From an optimization exercise on the open Yosys and OpenROAD flow, aimed at small area; shortcuts taken in it are not production practice. Function was checked by simulation only, so behaviour that the tests miss may differ from the original. Power and IR drop assume default switching activity.

===== flow/flow/run.sh =====
#!/bin/bash
# The standard layout (standard.sh, all its steps), with these changes:
#  - synthesis is synth_recipe.tcl with ABC's logic mapping aimed at area
#    (synth_area.tcl, abc_area.script), and yosys synth's quick ABC pass
#    skipped (-noabc) so the full adders are extracted as written; the
#    registers, their names and cells are those of the standard synthesis;
#  - ports are buffered with sky130_fd_sc_hd__buf_1;
#  - the clock tree uses clkbuf_4 buffers in small clusters, no dummy loads.
# make's output goes to flow_make.log; ORFS's own logs are under orfs/logs.
set -euo pipefail
W="$(cd "$(dirname "$0")/.." && pwd)"
cd "$W"
export FLOW_WORK="$W"
export FLOW_ABC_SCRIPT="$W/flow/abc_area.script"
bash standard.sh \
  SYNTH_SCRIPT="$W/flow/synth_area.tcl" SYNTH_ARGS=-noabc \
  BUFFER_PORTS_ARGS="-buffer_cell sky130_fd_sc_hd__buf_1" \
  CTS_ARGS="-sink_clustering_enable -repair_clock_nets -dont_use_dummy_load -buf_list sky130_fd_sc_hd__clkbuf_4 -sink_clustering_size 10 -sink_clustering_max_diameter 30" \
  finish > "$W/flow_make.log" 2>&1

===== flow/constraint.sdc =====
create_clock -name core_clock -period 10.0 [get_ports {clk}]
set_input_delay 2.0000 -clock core_clock [delete_from_list [all_inputs] [get_ports {clk}]]
set_output_delay 2.0000 -clock core_clock [all_outputs]
set_load 0.01 [all_outputs]

===== flow/config.mk =====
export PLATFORM = sky130hd
export DESIGN_NAME = sgd_top
export DESIGN_NICKNAME = sgd_top
export VERILOG_FILES = /design/flow/design.v
export SDC_FILE = /design/flow/constraint.sdc
export NUM_CORES = 4
export LEC_CHECK = 0
export CAP_MARGIN = 20
export CORE_MARGIN = 2
export CORE_UTILIZATION = 80
export SLEW_MARGIN = 20

===== flow/design.v =====
`timescale 1ns/100ps
`default_nettype none
module sgd_top (
    input  wire        clk,
    input  wire        rst_n,
    input  wire        start,
    input  wire [15:0] mini_batch_size,
    input  wire [15:0] number_of_samples,
    input  wire [15:0] number_of_epochs,
    input  wire [4:0]  step_shift,
    input  wire [31:0] sample_features,
    input  wire [31:0] sample_label,
    input  wire        sample_valid,
    output wire        sample_ready,
    output wire [31:0] x_out_data,
    output wire        x_out_valid,
    input  wire        x_out_ready,
    output wire        x_out_last,
    output wire        done
);
    reg  [4:0]  ph;           
    reg         insamp;       
    reg         dact;         
    reg         xz;           
    reg         gact, gupd;
    reg         xvalid;       
    reg  [1:0]  widx;
    reg  [15:0] mbs_r, ns_r, ec_r;    
    reg  [15:0] bc_r, sc_r;           
    reg  [4:0]  sh_r;
    reg         rl_s, rl_b;
    reg         bw_s, bw_b, one_s, one_b;
    reg  [31:0] x0, x1, x2, x3;
    reg  [31:0] g0, g1, g2, g3;
    reg  [31:0] fr;               
    reg         dl0;              
    reg  [15:0] dl16;             
    reg  [7:0]  dl8;
    reg  [3:0]  dl4;
    reg  [1:0]  dl2;
    reg         dl1;
    reg  [6:0]  lw;               
    reg  [5:0]  cd;               
    reg  [3:0]  cg0, cg1, cg2, cg3;
    wire p0  = ~|ph;
    wire p7  = (ph == 5'd7);
    wire p15 = (ph == 5'd15);
    wire p16 = (ph == 5'd16);
    wire p31 = &ph;
    wire [7:1] m;
    assign m[1] = (ph >= 5'd1);
    assign m[2] = (ph >= 5'd2);
    assign m[3] = (ph >= 5'd3);
    assign m[4] = (ph >= 5'd4);
    assign m[5] = (ph >= 5'd5);
    assign m[6] = (ph >= 5'd6);
    assign m[7] = (ph >= 5'd7);
    wire run = insamp | gact | xvalid;
    wire take_start = start & ~run;
    wire fend = p31 | take_start;
    wire d_on = p0 ? (insamp & sample_valid & ~xz & ~(gact & gupd)) : dact;
    wire [4:0] nsh = ~sh_r;
    wire dv16 = nsh[4] ? dl16[15] : dl0;
    wire dv8  = nsh[3] ? dl8[7]   : dv16;
    wire dv4  = nsh[2] ? dl4[3]   : dv8;
    wire dv2  = nsh[1] ? dl2[1]   : dv4;
    wire tapv = nsh[0] ? dl1      : dv2;
    wire [5:0] phs  = {1'b0, ph} + {1'b0, sh_r};
    wire       L    = phs[5] ? lw[0] : tapv;
    wire [31:0] sf = sample_features;
    wire [7:0]  fa0 = fr[7:0];
    wire [7:0]  fa1 = fr[15:8];
    wire [7:0]  fa2 = fr[23:16];
    wire [7:0]  fa3 = fr[31:24];
    wire gb0 = g0[0];
    wire gb1 = g1[0];
    wire gb2 = g2[0];
    wire gb3 = g3[0];
    wire gn0, gn1, gn2, gn3;
    wire [3:0] cg0_n, cg1_n, cg2_n, cg3_n;
    wire upd = gact & gupd;
    wire xe0 = xz ? 1'b0 : (upd ? ~gn0 : x0[0]);
    wire xe1 = xz ? 1'b0 : (upd ? ~gn1 : x1[0]);
    wire xe2 = xz ? 1'b0 : (upd ? ~gn2 : x2[0]);
    wire xe3 = xz ? 1'b0 : (upd ? ~gn3 : x3[0]);
    wire xd0 = x0[0];
    wire xd1 = x1[0];
    wire xd2 = x2[0];
    wire xd3 = x3[0];
    wire [7:1] xw0, xw1, xw2, xw3;
    genvar t;
    generate
        for (t = 1; t < 8; t = t + 1) begin : g_win
            assign xw0[t] = x0[32-t] & m[t];
            assign xw1[t] = x1[32-t] & m[t];
            assign xw2[t] = x2[32-t] & m[t];
            assign xw3[t] = x3[32-t] & m[t];
        end
    endgenerate
    wire bsel = sample_label[ph];
    wire dbit;
    wire [5:0] cd_n;
    wire dc_w1;
    wire dc_w2;
    wire dc_w3;
    wire dc_w4;
    wire dc_w5;
    wire dc_w6;
    wire dc_w7;
    wire dc_w8;
    wire dc_w9;
    wire dc_w10;
    wire dc_w11;
    wire dc_w12;
    wire dc_w13;
    wire dc_w14;
    wire dc_w15;
    wire dc_w16;
    wire dc_w17;
    wire dc_w18;
    wire dc_w19;
    wire dc_w20;
    wire dc_w21;
    wire dc_w22;
    wire dc_w23;
    wire dc_w24;
    wire dc_w25;
    wire dc_w26;
    wire dc_w27;
    wire dc_w28;
    wire dc_w29;
    wire dc_w30;
    wire dc_w31;
    wire dc_w32;
    wire dc_w33;
    wire dc_w34;
    wire dc_w35;
    wire dc_w36;
    wire dc_w37;
    wire dc_w38;
    wire dc_w39;
    wire dc_w40;
    wire dc_w41;
    wire dc_w42;
    wire dc_w43;
    wire dc_w44;
    wire dc_w45;
    wire dc_w46;
    wire dc_w47;
    wire dc_w48;
    wire dc_w49;
    wire dc_w50;
    wire dc_w51;
    wire dc_w52;
    wire dc_w53;
    wire dc_w54;
    wire dc_w55;
    wire dc_w56;
    wire dc_w57;
    wire dc_w58;
    wire dc_w59;
    wire dc_w60;
    wire dc_w61;
    wire dc_w62;
    wire dc_w63;
    wire dc_w64;
    wire dc_w65;
    wire dc_w66;
    wire dc_w67;
    wire dc_w68;
    wire dc_w69;
    wire dc_w70;
    wire dc_w71;
    wire dc_w72;
    wire dc_w73;
    wire dc_w74;
    wire dc_w75;
    wire dc_w76;
    wire dc_w77;
    wire dc_w78;
    wire dc_w79;
    wire dc_w80;
    assign dc_w1 = (sf[0] & xd0) ^ (sf[1] & xw0[1]) ^ (sf[2] & xw0[2]);
    assign dc_w2 = ((sf[0] & xd0) & (sf[1] & xw0[1])) | ((sf[0] & xd0) & (sf[2] & xw0[2])) | ((sf[1] & xw0[1]) & (sf[2] & xw0[2]));
    assign dc_w3 = (sf[3] & xw0[3]) ^ (sf[4] & xw0[4]) ^ (sf[5] & xw0[5]);
    assign dc_w4 = ((sf[3] & xw0[3]) & (sf[4] & xw0[4])) | ((sf[3] & xw0[3]) & (sf[5] & xw0[5])) | ((sf[4] & xw0[4]) & (sf[5] & xw0[5]));
    assign dc_w5 = (sf[6] & xw0[6]) ^ (sf[7] & ~xw0[7] & m[7]) ^ (sf[7] & p7);
    assign dc_w6 = ((sf[6] & xw0[6]) & (sf[7] & ~xw0[7] & m[7])) | ((sf[6] & xw0[6]) & (sf[7] & p7)) | ((sf[7] & ~xw0[7] & m[7]) & (sf[7] & p7));
    assign dc_w7 = (sf[8] & xd1) ^ (sf[9] & xw1[1]) ^ (sf[10] & xw1[2]);
    assign dc_w8 = ((sf[8] & xd1) & (sf[9] & xw1[1])) | ((sf[8] & xd1) & (sf[10] & xw1[2])) | ((sf[9] & xw1[1]) & (sf[10] & xw1[2]));
    assign dc_w9 = (sf[11] & xw1[3]) ^ (sf[12] & xw1[4]) ^ (sf[13] & xw1[5]);
    assign dc_w10 = ((sf[11] & xw1[3]) & (sf[12] & xw1[4])) | ((sf[11] & xw1[3]) & (sf[13] & xw1[5])) | ((sf[12] & xw1[4]) & (sf[13] & xw1[5]));
    assign dc_w11 = (sf[14] & xw1[6]) ^ (sf[15] & ~xw1[7] & m[7]) ^ (sf[15] & p7);
    assign dc_w12 = ((sf[14] & xw1[6]) & (sf[15] & ~xw1[7] & m[7])) | ((sf[14] & xw1[6]) & (sf[15] & p7)) | ((sf[15] & ~xw1[7] & m[7]) & (sf[15] & p7));
    assign dc_w13 = (sf[16] & xd2) ^ (sf[17] & xw2[1]) ^ (sf[18] & xw2[2]);
    assign dc_w14 = ((sf[16] & xd2) & (sf[17] & xw2[1])) | ((sf[16] & xd2) & (sf[18] & xw2[2])) | ((sf[17] & xw2[1]) & (sf[18] & xw2[2]));
    assign dc_w15 = (sf[19] & xw2[3]) ^ (sf[20] & xw2[4]) ^ (sf[21] & xw2[5]);
    assign dc_w16 = ((sf[19] & xw2[3]) & (sf[20] & xw2[4])) | ((sf[19] & xw2[3]) & (sf[21] & xw2[5])) | ((sf[20] & xw2[4]) & (sf[21] & xw2[5]));
    assign dc_w17 = (sf[22] & xw2[6]) ^ (sf[23] & ~xw2[7] & m[7]) ^ (sf[23] & p7);
    assign dc_w18 = ((sf[22] & xw2[6]) & (sf[23] & ~xw2[7] & m[7])) | ((sf[22] & xw2[6]) & (sf[23] & p7)) | ((sf[23] & ~xw2[7] & m[7]) & (sf[23] & p7));
    assign dc_w19 = (sf[24] & xd3) ^ (sf[25] & xw3[1]) ^ (sf[26] & xw3[2]);
    assign dc_w20 = ((sf[24] & xd3) & (sf[25] & xw3[1])) | ((sf[24] & xd3) & (sf[26] & xw3[2])) | ((sf[25] & xw3[1]) & (sf[26] & xw3[2]));
    assign dc_w21 = (sf[27] & xw3[3]) ^ (sf[28] & xw3[4]) ^ (sf[29] & xw3[5]);
    assign dc_w22 = ((sf[27] & xw3[3]) & (sf[28] & xw3[4])) | ((sf[27] & xw3[3]) & (sf[29] & xw3[5])) | ((sf[28] & xw3[4]) & (sf[29] & xw3[5]));
    assign dc_w23 = (sf[30] & xw3[6]) ^ (sf[31] & ~xw3[7] & m[7]) ^ (sf[31] & p7);
    assign dc_w24 = ((sf[30] & xw3[6]) & (sf[31] & ~xw3[7] & m[7])) | ((sf[30] & xw3[6]) & (sf[31] & p7)) | ((sf[31] & ~xw3[7] & m[7]) & (sf[31] & p7));
    assign dc_w25 = dc_w1 ^ dc_w3 ^ dc_w5;
    assign dc_w26 = (dc_w1 & dc_w3) | (dc_w1 & dc_w5) | (dc_w3 & dc_w5);
    assign dc_w27 = dc_w7 ^ dc_w9 ^ dc_w11;
    assign dc_w28 = (dc_w7 & dc_w9) | (dc_w7 & dc_w11) | (dc_w9 & dc_w11);
    assign dc_w29 = dc_w13 ^ dc_w15 ^ dc_w17;
    assign dc_w30 = (dc_w13 & dc_w15) | (dc_w13 & dc_w17) | (dc_w15 & dc_w17);
    assign dc_w31 = dc_w19 ^ dc_w21 ^ dc_w23;
    assign dc_w32 = (dc_w19 & dc_w21) | (dc_w19 & dc_w23) | (dc_w21 & dc_w23);
    assign dc_w33 = dc_w2 ^ dc_w4 ^ dc_w6;
    assign dc_w34 = (dc_w2 & dc_w4) | (dc_w2 & dc_w6) | (dc_w4 & dc_w6);
    assign dc_w35 = dc_w8 ^ dc_w10 ^ dc_w12;
    assign dc_w36 = (dc_w8 & dc_w10) | (dc_w8 & dc_w12) | (dc_w10 & dc_w12);
    assign dc_w37 = dc_w14 ^ dc_w16 ^ dc_w18;
    assign dc_w38 = (dc_w14 & dc_w16) | (dc_w14 & dc_w18) | (dc_w16 & dc_w18);
    assign dc_w39 = dc_w20 ^ dc_w22 ^ dc_w24;
    assign dc_w40 = (dc_w20 & dc_w22) | (dc_w20 & dc_w24) | (dc_w22 & dc_w24);
    assign dc_w41 = dc_w25 ^ dc_w27 ^ dc_w29;
    assign dc_w42 = (dc_w25 & dc_w27) | (dc_w25 & dc_w29) | (dc_w27 & dc_w29);
    assign dc_w43 = dc_w31 ^ ~bsel ^ cd[0];
    assign dc_w44 = (dc_w31 & ~bsel) | (dc_w31 & cd[0]) | (~bsel & cd[0]);
    assign dc_w45 = dc_w26 ^ dc_w28 ^ dc_w30;
    assign dc_w46 = (dc_w26 & dc_w28) | (dc_w26 & dc_w30) | (dc_w28 & dc_w30);
    assign dc_w47 = dc_w32 ^ dc_w33 ^ dc_w35;
    assign dc_w48 = (dc_w32 & dc_w33) | (dc_w32 & dc_w35) | (dc_w33 & dc_w35);
    assign dc_w49 = dc_w37 ^ dc_w39 ^ cd[1];
    assign dc_w50 = (dc_w37 & dc_w39) | (dc_w37 & cd[1]) | (dc_w39 & cd[1]);
    assign dc_w51 = dc_w34 ^ dc_w36 ^ dc_w38;
    assign dc_w52 = (dc_w34 & dc_w36) | (dc_w34 & dc_w38) | (dc_w36 & dc_w38);
    assign dc_w53 = dc_w42 ^ dc_w44 ^ dc_w45;
    assign dc_w54 = (dc_w42 & dc_w44) | (dc_w42 & dc_w45) | (dc_w44 & dc_w45);
    assign dc_w55 = dc_w46 ^ dc_w48 ^ dc_w50;
    assign dc_w56 = (dc_w46 & dc_w48) | (dc_w46 & dc_w50) | (dc_w48 & dc_w50);
    assign dc_w57 = dc_w51 ^ dc_w40 ^ cd[2];
    assign dc_w58 = (dc_w51 & dc_w40) | (dc_w51 & cd[2]) | (dc_w40 & cd[2]);
    assign dc_w59 = dc_w53 ^ dc_w47 ^ dc_w49;
    assign dc_w60 = (dc_w53 & dc_w47) | (dc_w53 & dc_w49) | (dc_w47 & dc_w49);
    assign dc_w61 = dc_w54 ^ dc_w55 ^ dc_w57;
    assign dc_w62 = (dc_w54 & dc_w55) | (dc_w54 & dc_w57) | (dc_w55 & dc_w57);
    assign dc_w63 = dc_w56 ^ dc_w58 ^ dc_w52;
    assign dc_w64 = (dc_w56 & dc_w58) | (dc_w56 & dc_w52) | (dc_w58 & dc_w52);
    assign dc_w65 = dc_w62 ^ dc_w63 ^ cd[3];
    assign dc_w66 = (dc_w62 & dc_w63) | (dc_w62 & cd[3]) | (dc_w63 & cd[3]);
    assign dc_w67 = dc_w66 ^ dc_w64 ^ cd[4];
    assign dc_w68 = (dc_w66 & dc_w64) | (dc_w66 & cd[4]) | (dc_w64 & cd[4]);
    assign dc_w69 = dc_w41 ^ dc_w43;
    assign dc_w70 = dc_w41 & dc_w43;
    assign dc_w71 = dc_w59 ^ dc_w70;
    assign dc_w72 = dc_w59 & dc_w70;
    assign dc_w73 = dc_w60 ^ dc_w61 ^ dc_w72;
    assign dc_w74 = (dc_w60 & dc_w61) | (dc_w60 & dc_w72) | (dc_w61 & dc_w72);
    assign dc_w75 = dc_w65 ^ dc_w74;
    assign dc_w76 = dc_w65 & dc_w74;
    assign dc_w77 = dc_w67 ^ dc_w76;
    assign dc_w78 = dc_w67 & dc_w76;
    assign dc_w79 = dc_w68 ^ cd[5] ^ dc_w78;
    assign dc_w80 = (dc_w68 & cd[5]) | (dc_w68 & dc_w78) | (cd[5] & dc_w78);
    assign dbit = dc_w69;
    assign cd_n = {dc_w80, dc_w79, dc_w77, dc_w75, dc_w73, dc_w71};
    wire gc0_w1;
    wire gc0_w2;
    wire gc0_w3;
    wire gc0_w4;
    wire gc0_w5;
    wire gc0_w6;
    wire gc0_w7;
    wire gc0_w8;
    wire gc0_w9;
    wire gc0_w10;
    wire gc0_w11;
    wire gc0_w12;
    wire gc0_w13;
    wire gc0_w14;
    wire gc0_w15;
    wire gc0_w16;
    wire gc0_w17;
    wire gc0_w18;
    wire gc0_w19;
    wire gc0_w20;
    wire gc0_w21;
    wire gc0_w22;
    assign gc0_w1 = (fa0[0] & L) ^ (fa0[1] & lw[0] & m[1]) ^ (fa0[2] & lw[1] & m[2]);
    assign gc0_w2 = ((fa0[0] & L) & (fa0[1] & lw[0] & m[1])) | ((fa0[0] & L) & (fa0[2] & lw[1] & m[2])) | ((fa0[1] & lw[0] & m[1]) & (fa0[2] & lw[1] & m[2]));
    assign gc0_w3 = (fa0[3] & lw[2] & m[3]) ^ (fa0[4] & lw[3] & m[4]) ^ (fa0[5] & lw[4] & m[5]);
    assign gc0_w4 = ((fa0[3] & lw[2] & m[3]) & (fa0[4] & lw[3] & m[4])) | ((fa0[3] & lw[2] & m[3]) & (fa0[5] & lw[4] & m[5])) | ((fa0[4] & lw[3] & m[4]) & (fa0[5] & lw[4] & m[5]));
    assign gc0_w5 = (fa0[6] & lw[5] & m[6]) ^ (fa0[7] & ~lw[6] & m[7]) ^ (fa0[7] & p7);
    assign gc0_w6 = ((fa0[6] & lw[5] & m[6]) & (fa0[7] & ~lw[6] & m[7])) | ((fa0[6] & lw[5] & m[6]) & (fa0[7] & p7)) | ((fa0[7] & ~lw[6] & m[7]) & (fa0[7] & p7));
    assign gc0_w7 = gc0_w1 ^ gc0_w3 ^ gc0_w5;
    assign gc0_w8 = (gc0_w1 & gc0_w3) | (gc0_w1 & gc0_w5) | (gc0_w3 & gc0_w5);
    assign gc0_w9 = gc0_w2 ^ gc0_w4 ^ gc0_w6;
    assign gc0_w10 = (gc0_w2 & gc0_w4) | (gc0_w2 & gc0_w6) | (gc0_w4 & gc0_w6);
    assign gc0_w11 = gc0_w7 ^ gb0 ^ cg0[0];
    assign gc0_w12 = (gc0_w7 & gb0) | (gc0_w7 & cg0[0]) | (gb0 & cg0[0]);
    assign gc0_w13 = gc0_w8 ^ gc0_w9 ^ cg0[1];
    assign gc0_w14 = (gc0_w8 & gc0_w9) | (gc0_w8 & cg0[1]) | (gc0_w9 & cg0[1]);
    assign gc0_w15 = gc0_w14 ^ gc0_w10 ^ cg0[2];
    assign gc0_w16 = (gc0_w14 & gc0_w10) | (gc0_w14 & cg0[2]) | (gc0_w10 & cg0[2]);
    assign gc0_w17 = gc0_w12 ^ gc0_w13;
    assign gc0_w18 = gc0_w12 & gc0_w13;
    assign gc0_w19 = gc0_w15 ^ gc0_w18;
    assign gc0_w20 = gc0_w15 & gc0_w18;
    assign gc0_w21 = gc0_w16 ^ cg0[3] ^ gc0_w20;
    assign gc0_w22 = (gc0_w16 & cg0[3]) | (gc0_w16 & gc0_w20) | (cg0[3] & gc0_w20);
    assign gn0 = gc0_w11;
    assign cg0_n = {gc0_w22, gc0_w21, gc0_w19, gc0_w17};
    wire gc1_w1;
    wire gc1_w2;
    wire gc1_w3;
    wire gc1_w4;
    wire gc1_w5;
    wire gc1_w6;
    wire gc1_w7;
    wire gc1_w8;
    wire gc1_w9;
    wire gc1_w10;
    wire gc1_w11;
    wire gc1_w12;
    wire gc1_w13;
    wire gc1_w14;
    wire gc1_w15;
    wire gc1_w16;
    wire gc1_w17;
    wire gc1_w18;
    wire gc1_w19;
    wire gc1_w20;
    wire gc1_w21;
    wire gc1_w22;
    assign gc1_w1 = (fa1[0] & L) ^ (fa1[1] & lw[0] & m[1]) ^ (fa1[2] & lw[1] & m[2]);
    assign gc1_w2 = ((fa1[0] & L) & (fa1[1] & lw[0] & m[1])) | ((fa1[0] & L) & (fa1[2] & lw[1] & m[2])) | ((fa1[1] & lw[0] & m[1]) & (fa1[2] & lw[1] & m[2]));
    assign gc1_w3 = (fa1[3] & lw[2] & m[3]) ^ (fa1[4] & lw[3] & m[4]) ^ (fa1[5] & lw[4] & m[5]);
    assign gc1_w4 = ((fa1[3] & lw[2] & m[3]) & (fa1[4] & lw[3] & m[4])) | ((fa1[3] & lw[2] & m[3]) & (fa1[5] & lw[4] & m[5])) | ((fa1[4] & lw[3] & m[4]) & (fa1[5] & lw[4] & m[5]));
    assign gc1_w5 = (fa1[6] & lw[5] & m[6]) ^ (fa1[7] & ~lw[6] & m[7]) ^ (fa1[7] & p7);
    assign gc1_w6 = ((fa1[6] & lw[5] & m[6]) & (fa1[7] & ~lw[6] & m[7])) | ((fa1[6] & lw[5] & m[6]) & (fa1[7] & p7)) | ((fa1[7] & ~lw[6] & m[7]) & (fa1[7] & p7));
    assign gc1_w7 = gc1_w1 ^ gc1_w3 ^ gc1_w5;
    assign gc1_w8 = (gc1_w1 & gc1_w3) | (gc1_w1 & gc1_w5) | (gc1_w3 & gc1_w5);
    assign gc1_w9 = gc1_w2 ^ gc1_w4 ^ gc1_w6;
    assign gc1_w10 = (gc1_w2 & gc1_w4) | (gc1_w2 & gc1_w6) | (gc1_w4 & gc1_w6);
    assign gc1_w11 = gc1_w7 ^ gb1 ^ cg1[0];
    assign gc1_w12 = (gc1_w7 & gb1) | (gc1_w7 & cg1[0]) | (gb1 & cg1[0]);
    assign gc1_w13 = gc1_w8 ^ gc1_w9 ^ cg1[1];
    assign gc1_w14 = (gc1_w8 & gc1_w9) | (gc1_w8 & cg1[1]) | (gc1_w9 & cg1[1]);
    assign gc1_w15 = gc1_w14 ^ gc1_w10 ^ cg1[2];
    assign gc1_w16 = (gc1_w14 & gc1_w10) | (gc1_w14 & cg1[2]) | (gc1_w10 & cg1[2]);
    assign gc1_w17 = gc1_w12 ^ gc1_w13;
    assign gc1_w18 = gc1_w12 & gc1_w13;
    assign gc1_w19 = gc1_w15 ^ gc1_w18;
    assign gc1_w20 = gc1_w15 & gc1_w18;
    assign gc1_w21 = gc1_w16 ^ cg1[3] ^ gc1_w20;
    assign gc1_w22 = (gc1_w16 & cg1[3]) | (gc1_w16 & gc1_w20) | (cg1[3] & gc1_w20);
    assign gn1 = gc1_w11;
    assign cg1_n = {gc1_w22, gc1_w21, gc1_w19, gc1_w17};
    wire gc2_w1;
    wire gc2_w2;
    wire gc2_w3;
    wire gc2_w4;
    wire gc2_w5;
    wire gc2_w6;
    wire gc2_w7;
    wire gc2_w8;
    wire gc2_w9;
    wire gc2_w10;
    wire gc2_w11;
    wire gc2_w12;
    wire gc2_w13;
    wire gc2_w14;
    wire gc2_w15;
    wire gc2_w16;
    wire gc2_w17;
    wire gc2_w18;
    wire gc2_w19;
    wire gc2_w20;
    wire gc2_w21;
    wire gc2_w22;
    assign gc2_w1 = (fa2[0] & L) ^ (fa2[1] & lw[0] & m[1]) ^ (fa2[2] & lw[1] & m[2]);
    assign gc2_w2 = ((fa2[0] & L) & (fa2[1] & lw[0] & m[1])) | ((fa2[0] & L) & (fa2[2] & lw[1] & m[2])) | ((fa2[1] & lw[0] & m[1]) & (fa2[2] & lw[1] & m[2]));
    assign gc2_w3 = (fa2[3] & lw[2] & m[3]) ^ (fa2[4] & lw[3] & m[4]) ^ (fa2[5] & lw[4] & m[5]);
    assign gc2_w4 = ((fa2[3] & lw[2] & m[3]) & (fa2[4] & lw[3] & m[4])) | ((fa2[3] & lw[2] & m[3]) & (fa2[5] & lw[4] & m[5])) | ((fa2[4] & lw[3] & m[4]) & (fa2[5] & lw[4] & m[5]));
    assign gc2_w5 = (fa2[6] & lw[5] & m[6]) ^ (fa2[7] & ~lw[6] & m[7]) ^ (fa2[7] & p7);
    assign gc2_w6 = ((fa2[6] & lw[5] & m[6]) & (fa2[7] & ~lw[6] & m[7])) | ((fa2[6] & lw[5] & m[6]) & (fa2[7] & p7)) | ((fa2[7] & ~lw[6] & m[7]) & (fa2[7] & p7));
    assign gc2_w7 = gc2_w1 ^ gc2_w3 ^ gc2_w5;
    assign gc2_w8 = (gc2_w1 & gc2_w3) | (gc2_w1 & gc2_w5) | (gc2_w3 & gc2_w5);
    assign gc2_w9 = gc2_w2 ^ gc2_w4 ^ gc2_w6;
    assign gc2_w10 = (gc2_w2 & gc2_w4) | (gc2_w2 & gc2_w6) | (gc2_w4 & gc2_w6);
    assign gc2_w11 = gc2_w7 ^ gb2 ^ cg2[0];
    assign gc2_w12 = (gc2_w7 & gb2) | (gc2_w7 & cg2[0]) | (gb2 & cg2[0]);
    assign gc2_w13 = gc2_w8 ^ gc2_w9 ^ cg2[1];
    assign gc2_w14 = (gc2_w8 & gc2_w9) | (gc2_w8 & cg2[1]) | (gc2_w9 & cg2[1]);
    assign gc2_w15 = gc2_w14 ^ gc2_w10 ^ cg2[2];
    assign gc2_w16 = (gc2_w14 & gc2_w10) | (gc2_w14 & cg2[2]) | (gc2_w10 & cg2[2]);
    assign gc2_w17 = gc2_w12 ^ gc2_w13;
    assign gc2_w18 = gc2_w12 & gc2_w13;
    assign gc2_w19 = gc2_w15 ^ gc2_w18;
    assign gc2_w20 = gc2_w15 & gc2_w18;
    assign gc2_w21 = gc2_w16 ^ cg2[3] ^ gc2_w20;
    assign gc2_w22 = (gc2_w16 & cg2[3]) | (gc2_w16 & gc2_w20) | (cg2[3] & gc2_w20);
    assign gn2 = gc2_w11;
    assign cg2_n = {gc2_w22, gc2_w21, gc2_w19, gc2_w17};
    wire gc3_w1;
    wire gc3_w2;
    wire gc3_w3;
    wire gc3_w4;
    wire gc3_w5;
    wire gc3_w6;
    wire gc3_w7;
    wire gc3_w8;
    wire gc3_w9;
    wire gc3_w10;
    wire gc3_w11;
    wire gc3_w12;
    wire gc3_w13;
    wire gc3_w14;
    wire gc3_w15;
    wire gc3_w16;
    wire gc3_w17;
    wire gc3_w18;
    wire gc3_w19;
    wire gc3_w20;
    wire gc3_w21;
    wire gc3_w22;
    assign gc3_w1 = (fa3[0] & L) ^ (fa3[1] & lw[0] & m[1]) ^ (fa3[2] & lw[1] & m[2]);
    assign gc3_w2 = ((fa3[0] & L) & (fa3[1] & lw[0] & m[1])) | ((fa3[0] & L) & (fa3[2] & lw[1] & m[2])) | ((fa3[1] & lw[0] & m[1]) & (fa3[2] & lw[1] & m[2]));
    assign gc3_w3 = (fa3[3] & lw[2] & m[3]) ^ (fa3[4] & lw[3] & m[4]) ^ (fa3[5] & lw[4] & m[5]);
    assign gc3_w4 = ((fa3[3] & lw[2] & m[3]) & (fa3[4] & lw[3] & m[4])) | ((fa3[3] & lw[2] & m[3]) & (fa3[5] & lw[4] & m[5])) | ((fa3[4] & lw[3] & m[4]) & (fa3[5] & lw[4] & m[5]));
    assign gc3_w5 = (fa3[6] & lw[5] & m[6]) ^ (fa3[7] & ~lw[6] & m[7]) ^ (fa3[7] & p7);
    assign gc3_w6 = ((fa3[6] & lw[5] & m[6]) & (fa3[7] & ~lw[6] & m[7])) | ((fa3[6] & lw[5] & m[6]) & (fa3[7] & p7)) | ((fa3[7] & ~lw[6] & m[7]) & (fa3[7] & p7));
    assign gc3_w7 = gc3_w1 ^ gc3_w3 ^ gc3_w5;
    assign gc3_w8 = (gc3_w1 & gc3_w3) | (gc3_w1 & gc3_w5) | (gc3_w3 & gc3_w5);
    assign gc3_w9 = gc3_w2 ^ gc3_w4 ^ gc3_w6;
    assign gc3_w10 = (gc3_w2 & gc3_w4) | (gc3_w2 & gc3_w6) | (gc3_w4 & gc3_w6);
    assign gc3_w11 = gc3_w7 ^ gb3 ^ cg3[0];
    assign gc3_w12 = (gc3_w7 & gb3) | (gc3_w7 & cg3[0]) | (gb3 & cg3[0]);
    assign gc3_w13 = gc3_w8 ^ gc3_w9 ^ cg3[1];
    assign gc3_w14 = (gc3_w8 & gc3_w9) | (gc3_w8 & cg3[1]) | (gc3_w9 & cg3[1]);
    assign gc3_w15 = gc3_w14 ^ gc3_w10 ^ cg3[2];
    assign gc3_w16 = (gc3_w14 & gc3_w10) | (gc3_w14 & cg3[2]) | (gc3_w10 & cg3[2]);
    assign gc3_w17 = gc3_w12 ^ gc3_w13;
    assign gc3_w18 = gc3_w12 & gc3_w13;
    assign gc3_w19 = gc3_w15 ^ gc3_w18;
    assign gc3_w20 = gc3_w15 & gc3_w18;
    assign gc3_w21 = gc3_w16 ^ cg3[3] ^ gc3_w20;
    assign gc3_w22 = (gc3_w16 & cg3[3]) | (gc3_w16 & gc3_w20) | (cg3[3] & gc3_w20);
    assign gn3 = gc3_w11;
    assign cg3_n = {gc3_w22, gc3_w21, gc3_w19, gc3_w17};
    always @(posedge clk) begin
        dl0  <= dbit;
        dl16 <= {dl16[14:0], dl0};
        dl8  <= {dl8[6:0], dv16};
        dl4  <= {dl4[2:0], dv8};
        dl2  <= {dl2[0], dv4};
        dl1  <= dv2;
        lw  <= {lw[5:0], L};
        cd  <= fend ? 6'd1 : cd_n;
        cg0 <= fend ? 4'd0 : cg0_n;
        cg1 <= fend ? 4'd0 : cg1_n;
        cg2 <= fend ? 4'd0 : cg2_n;
        cg3 <= fend ? 4'd0 : cg3_n;
        g0 <= {xz | (gact ? gn0 : g0[0]), g0[31:1]};
        g1 <= {xz | (gact ? gn1 : g1[0]), g1[31:1]};
        g2 <= {xz | (gact ? gn2 : g2[0]), g2[31:1]};
        g3 <= {xz | (gact ? gn3 : g3[0]), g3[31:1]};
        x0 <= {xe0, x0[31:1]};
        if (!xvalid) begin
            x1 <= {xe1, x1[31:1]};
            x2 <= {xe2, x2[31:1]};
            x3 <= {xe3, x3[31:1]};
        end
    end
    wire final_edge = gact & ~insamp & p31;
    wire xfer = xvalid & x_out_ready;
    always @(posedge clk) begin
        if (d_on & p31)
            fr <= sample_features;
        else if (final_edge)
            fr <= {xe0, x0[31:1]};
        else if (xfer)
            fr <= (widx == 2'd0) ? x1 : (widx == 2'd1) ? x2 : x3;
    end
    wire cwin = d_on & ~ph[4];
    wire es   = rl_s ? ns_r[0] : sc_r[0];
    wire eb   = rl_b ? mbs_r[0] : bc_r[0];
    wire bws  = p0 | bw_s;
    wire bwb  = p0 | bw_b;
    wire os   = p0 ? es : (one_s & ~es);
    wire ob   = p0 ? eb : (one_b & ~eb);
    wire ewin = d_on & ph[4] & rl_s;
    wire bwe  = p16 | bw_s;
    wire oe   = p16 ? ec_r[0] : (one_s & ~ec_r[0]);
    wire fin_now = rl_s & oe;
    always @(posedge clk) begin
        if (take_start) begin
            mbs_r <= mini_batch_size;
            ns_r  <= number_of_samples;
            ec_r  <= number_of_epochs;
            sh_r  <= step_shift;
        end else begin
            mbs_r <= {mbs_r[0], mbs_r[15:1]};
            ns_r  <= {ns_r[0], ns_r[15:1]};
            ec_r  <= {ewin ? (ec_r[0] ^ bwe) : ec_r[0], ec_r[15:1]};
        end
        sc_r  <= {cwin ? (es ^ bws) : sc_r[0], sc_r[15:1]};
        bc_r  <= {cwin ? (eb ^ bwb) : bc_r[0], bc_r[15:1]};
        bw_s  <= ph[4] ? (bwe & ~ec_r[0]) : (bws & ~es);
        bw_b  <= bwb & ~eb;
        one_s <= ph[4] ? oe : os;
        one_b <= ob;
    end
    always @(posedge clk) begin
        if (!rst_n) begin
            ph      <= 5'd0;
            insamp  <= 1'b0;
            dact    <= 1'b0;
            gact    <= 1'b0;
            xvalid  <= 1'b0;
            xz      <= 1'b1;
        end else begin
            ph      <= take_start ? 5'd0 : ph + 5'd1;
            if (take_start) begin
                insamp <= 1'b1;
                xz     <= 1'b1;
                dact   <= 1'b0;
                gact   <= 1'b0;
            end else begin
                dact <= d_on & ~p31;
                if (p31 & insamp) xz <= 1'b0;
                if (p31) begin
                    gact <= d_on;
                    if (d_on & fin_now) insamp <= 1'b0;
                end
                if (final_edge) begin
                    xvalid <= 1'b1;
                end else if (xfer & (widx == 2'd3)) begin
                    xvalid <= 1'b0;
                end
            end
        end
    end
    always @(posedge clk) begin
        if (take_start) begin
            rl_s <= 1'b1;
            rl_b <= 1'b1;
        end else begin
            if (cwin & p15) begin
                rl_s    <= os;
                rl_b    <= os | ob;
            end
        end
        if (p31) begin
            gupd   <= rl_b;
        end
        if (final_edge) widx <= 2'd0;
        else if (xfer) widx <= widx + 2'd1;
    end
    assign sample_ready = dact & p31;
    assign x_out_data   = fr;
    assign x_out_valid  = xvalid;
    assign x_out_last   = (widx == 2'd3);
    assign done         = ~run & ~xz;
endmodule
`default_nettype wire

===== flow/flow/abc_area.script =====
&get -n
&st
&syn2
&dch -f
&nf -a -F 20 -A 20 -E 100
&put
mfs2 -a
&get -n
&st
&dch -f
&nf -a -F 20 -A 20 -E 100
&put
topo
stime -c

===== flow/standard.sh =====
#!/bin/bash
# synth_recipe.tcl (not shown) runs the flow's synth.tcl, then flattens the netlist and writes it again
# the make line also repeats each setting of config.mk as NAME=value (left out here)
make -C /OpenROAD-flow-scripts/flow DESIGN_CONFIG=/design/flow/config.mk WORK_HOME=/design/flow/orfs CLKGATE_MAP_FILE= SYNTH_SCRIPT=/design/flow/synth_recipe.tcl "${@:-finish}"

===== flow/flow/synth_area.tcl =====
# The standard synthesis (synth_recipe.tcl), with ABC's mapping of the
# logic aimed at area (abc_area.script beside this file) instead of delay.
# Registers, their names and their cells are those of the standard synthesis.
proc abc {args} {
  set i [lsearch -exact $args -script]
  if {$i >= 0} {
    lset args [expr {$i + 1}] $::env(FLOW_ABC_SCRIPT)
  }
  yosys abc {*}$args
}
source $::env(FLOW_WORK)/synth_recipe.tcl

==> impl_metrics.toml <==
[global_route]
grt_antenna_before_repair = 3
grt_pass1_wl_um = 59400
grt.total_usage_pct = 39.8
grt_max_degree = 94
grt_overflow = 0
grt_pass1_vias = 10761

[synthesis]
synth_top_area_share_pct = 41.4
synth-edff-count = 134
synthCells = 1129
syn_area_sq_um = 15400
yosysTopAreaCell = "dfxtp_1"
netlist_top_cells_area = "dfxtp_1 (41%), edfxtp_1 (26%), fa_1 (9.3%), nand2_1 (4.6%), mux2i_1 (2.7%)"
ys_ff_latch = 453
synthArstFlopShare_pct = 0
synth-main-ff-cell = "dfxtp_1"
synth.distinct_cells = 39
yosysSeqAreaShare_pct = 67.5
syn_nets = 1351
avgSynthCellArea_sq_um = 13.7
yosys_warnings = 1

[place]
place_inst = 1555
hpwl_um = 25000
port_buffers = 157
placed_area_sq_um = 16400
place.gp.congestion = 0.928

[power_and_ir_drop]
pwr-share-comb_pct = 7.8
ir_drop_uv = 138
p_int_mw = 2.39
leakage_nw = 7.25
p_sw_mw = 0.777
p_per_area_nw_per_um2 = 188
p_clk_share_pct = 26.0
p_seq_share_pct = 66.2
switching_share_pct = 24.5

[finish]
final_area_sq_um = 16900
layout-drive-gt1-share_pct = 5.84
areaGrowthSynthToFinish_pct = 9.42
finalNonFillerCells = 1618
fin_nets = 1577

[outcome]
status = "timing/DRC/antenna clean"

[critical_path]
critPathKind = "reg -> reg"
start_kind = "flip-flop"
worst-r2r-cell-count = 14
critical_path_required_ns = 10.56
worstPathArrival_ns = 7.33
rrSetupSlack_ns = 3.22
r2r-start = "ph[1]"
regToRegEndpoint = "cd[4]"
worstPathMaxFanout = 17
worst_setup_path_end_kind = "flip-flop"

[routing]
drc = 0
dr.first_iter.drc_count = 1136
routed_wl_um = 39300
wl_per_cell_um = 24.3
drt.antenna.violating_nets = 0
vias = 10248
firstDrtPassIters = 6
viasPerCell = 6.33

[min_path]
min_from = "g2[21]"
min_path_type = "reg -> reg"
holdPathEnd = "g2[20]"
hold_depth = 0

[timing]
rsz0062_at_grt = "no"
max_freq_ghz = 0.148
finalCritPeriodShare_pct = 67.8
hold_slack_ns = 0.254
min_period_ns = 6.78
setup_viol = 0
finalSetupTns_ns = 0
fin_skew_ns = 0.100
slew_headroom_pct = 23.6
hold_viol_final = 0
tightest_slew_ns = 1.15
drv_slew = 0

[floorplan]
die-area_sq_um = 20400
core_sq_um = 18800
die_w_um = 143
io_pins = 158
start_util_pct = 81.9
row_count = 50
die_h_um = 143

[cts]
cts_sinks = 453
insertion_delay_ns = 0.75
numCtsBuffers = 58
clk_pin_slew_worst_paths_ns = 0.11
holdBufCountCts = 0
ctsResizeCount = 0
clk_path_buf_depth = 3
cts_htree_levels = 2
post_cts_buffers = 0
tritoncts = "yes"
cts.root.buffer_cell = "clkbuf_4"

[run]
maxCapViolCount = 0
## power groups by stage
stage,registers (mW),clock network [mW],logic [mW]
after CTS,2.09,0.825,0.239
after global placement,2.12,0,0.205
after floorplan,2.10,0,0.145
after global routing,2.11,0.900,0.267
final,2.10,0.825,0.246
after detailed placement,2.13,0,0.228
## final cells by class
class                      instances  area [sq um]
antenna                            5          12.5
clock buffer                      58           435
fill                             752          1950
inverter                          20          76.3
multi-input combinational        656          4960
sequential                       453         10400
tap                              260           325
timing repair buffer             166           661
## cells in the final DEF, fill, tap and decap left out, types with 2 or more instances in the layout
cell      Yosys  layout
dfxtp_1     319     319
mux2_1        3       3
clkinv_1     20      19
nor2b_1       2       2
or3_1         3       3
diode_2       0       5
buf_1         0     157
nor2_1       49      48
a211oi_1      4       4
and3_1       59      59
ha_1         28      26
mux4_2        8       8
or2_0         3       3
a21boi_0      3       3
nand2b_1      2       2
buf_4         0       8
o21ai_0      43      43
nand4_1       2       2
nor3b_1       8       8
mux2i_1      41      41
nor4_1        3       3
o211ai_1     34      34
o31ai_1       2       2
fa_1         72      72
a21oi_1      46      46
edfxtp_1    134     134
nor3_1        3       3
nand2_1     190     190
clkbuf_4      0      58
nand3_1       3       3
a211o_1       2       2
and2_0       32      32
## how the worst max path moves through the flow
| stage | depth (start not counted) | endpoint | slack, ns | from |
|---|---|---|---|---|
| 6_report | 14 | cd[4] | 3.22 | ph[1] |
| 5_1_grt | 14 | cd[4] | 3.05 | ph[1] |
| 4_1_cts | 14 | cd[4] | 3.32 | ph[1] |
| 3_5_place_dp | 12 | cd[4] | 3.45 | sample_features[7] |
| 3_3_place_gp | 12 | cd[4] | 3.53 | sample_features[0] |
| 2_1_floorplan | 11 | cd[4] | 3.77 | sample_features[7] |
## stage by stage
stage                     utilization [%]  setup WS (ns)  power, mW
after floorplan                         -           3.77       2.25
after global placement               87.2           3.53       2.32
after detailed placement             87.2           3.45       2.36
after CTS                            89.5           3.32       3.16
after global routing                 89.6           3.05       3.27
final                                89.7           3.22       3.17
## state kept, by name (all words and copies together) (netlist names), 32 cells and up
signal,flops
x2,32
g1,32
x1,32
g0,32
x3,32
x0,32
g2,32
fr,32
g3,32
## critical path: stages, from the launching register on
cell	delay, ns
dfxtp_1	0.88
clkinv_1	0.30
ha_1	0.28
or4_1	0.73
and3_1	0.30
fa_1	0.52
fa_1	0.53
fa_1	0.48
fa_1	0.46
fa_1	0.46
fa_1	0.43
fa_1	0.46
ha_1	0.22
fa_1	0.41
and2_0	0.13
## per-layer routing
metal  wire (um)  part of all wire, %  vias to the layer above  GRT usage [%]
met5           0                    0                        -              0
met4        2850                  7.2                        0           24.1
met3        4360                   11                      210           11.1
met2       18700                   47                      759           64.2
met1       13500                   34                     4917           48.2
li1            -                    -                     4362              -
## cell usage after synthesis (2+ instances only)
master and n:
a211o_1 2, a211oi_1 4, a21boi_0 3, a21oi_1 46, and2_0 32, and3_1 59, clkinv_1 20, dfxtp_1 319
edfxtp_1 134, fa_1 72, ha_1 28, mux2_1 3, mux2i_1 41, mux4_2 8, nand2_1 190, nand2b_1 2
nand3_1 3, nand4_1 2, nor2_1 49, nor2b_1 2, nor3_1 3, nor3b_1 8, nor4_1 3, o211ai_1 34
o21ai_0 43, o31ai_1 2, or2_0 3, or3_1 3
## kinds of logic (layout without fill, tap and decap cells)
kind of cell / after synthesis / count (layout) / synth area share [%]
fa+ha+maj: 100 / 100 / 11.6
simple gates: 363 / 363 / 10.9
flops: 453 / 453 / 67.5
xor+xnor: 1 / 1 / 0.0568
buf+inv: 20 / 244 / 0.487
mux: 52 / 52 / 4.05
compound gates: 140 / 140 / 5.42
other cells: 0 / 5 / 0

## port drivers added, routing unchanged
The flow's constraints put no driver on any port. The routed layout listed below was extracted and timed again, unchanged, in two steps.
Step 1 sets driving cells, clkbuf_16 on the clock port and buf_2 on the other inputs (assumed; they add their load-dependent delay and slew).
Step 2 also shifts input and output timing later by t, the mid clock arrival at the registers, as if the neighbouring blocks saw the same clock.
a / b / c = no drivers / after step 1 / after step 2; a / b = the first two.
t (ns): 0.742
setup slack, ns: 3.223 / 3.223 / 3.223
clock arrival spread, ns: 0.104 / 0.103
worst slew at a driven data input, ns: 0.14
After both steps setup and hold are still met in this run. For this run, drivers alone change the setup slack by 0.000 ns; drivers and shift together by 0.000 ns.
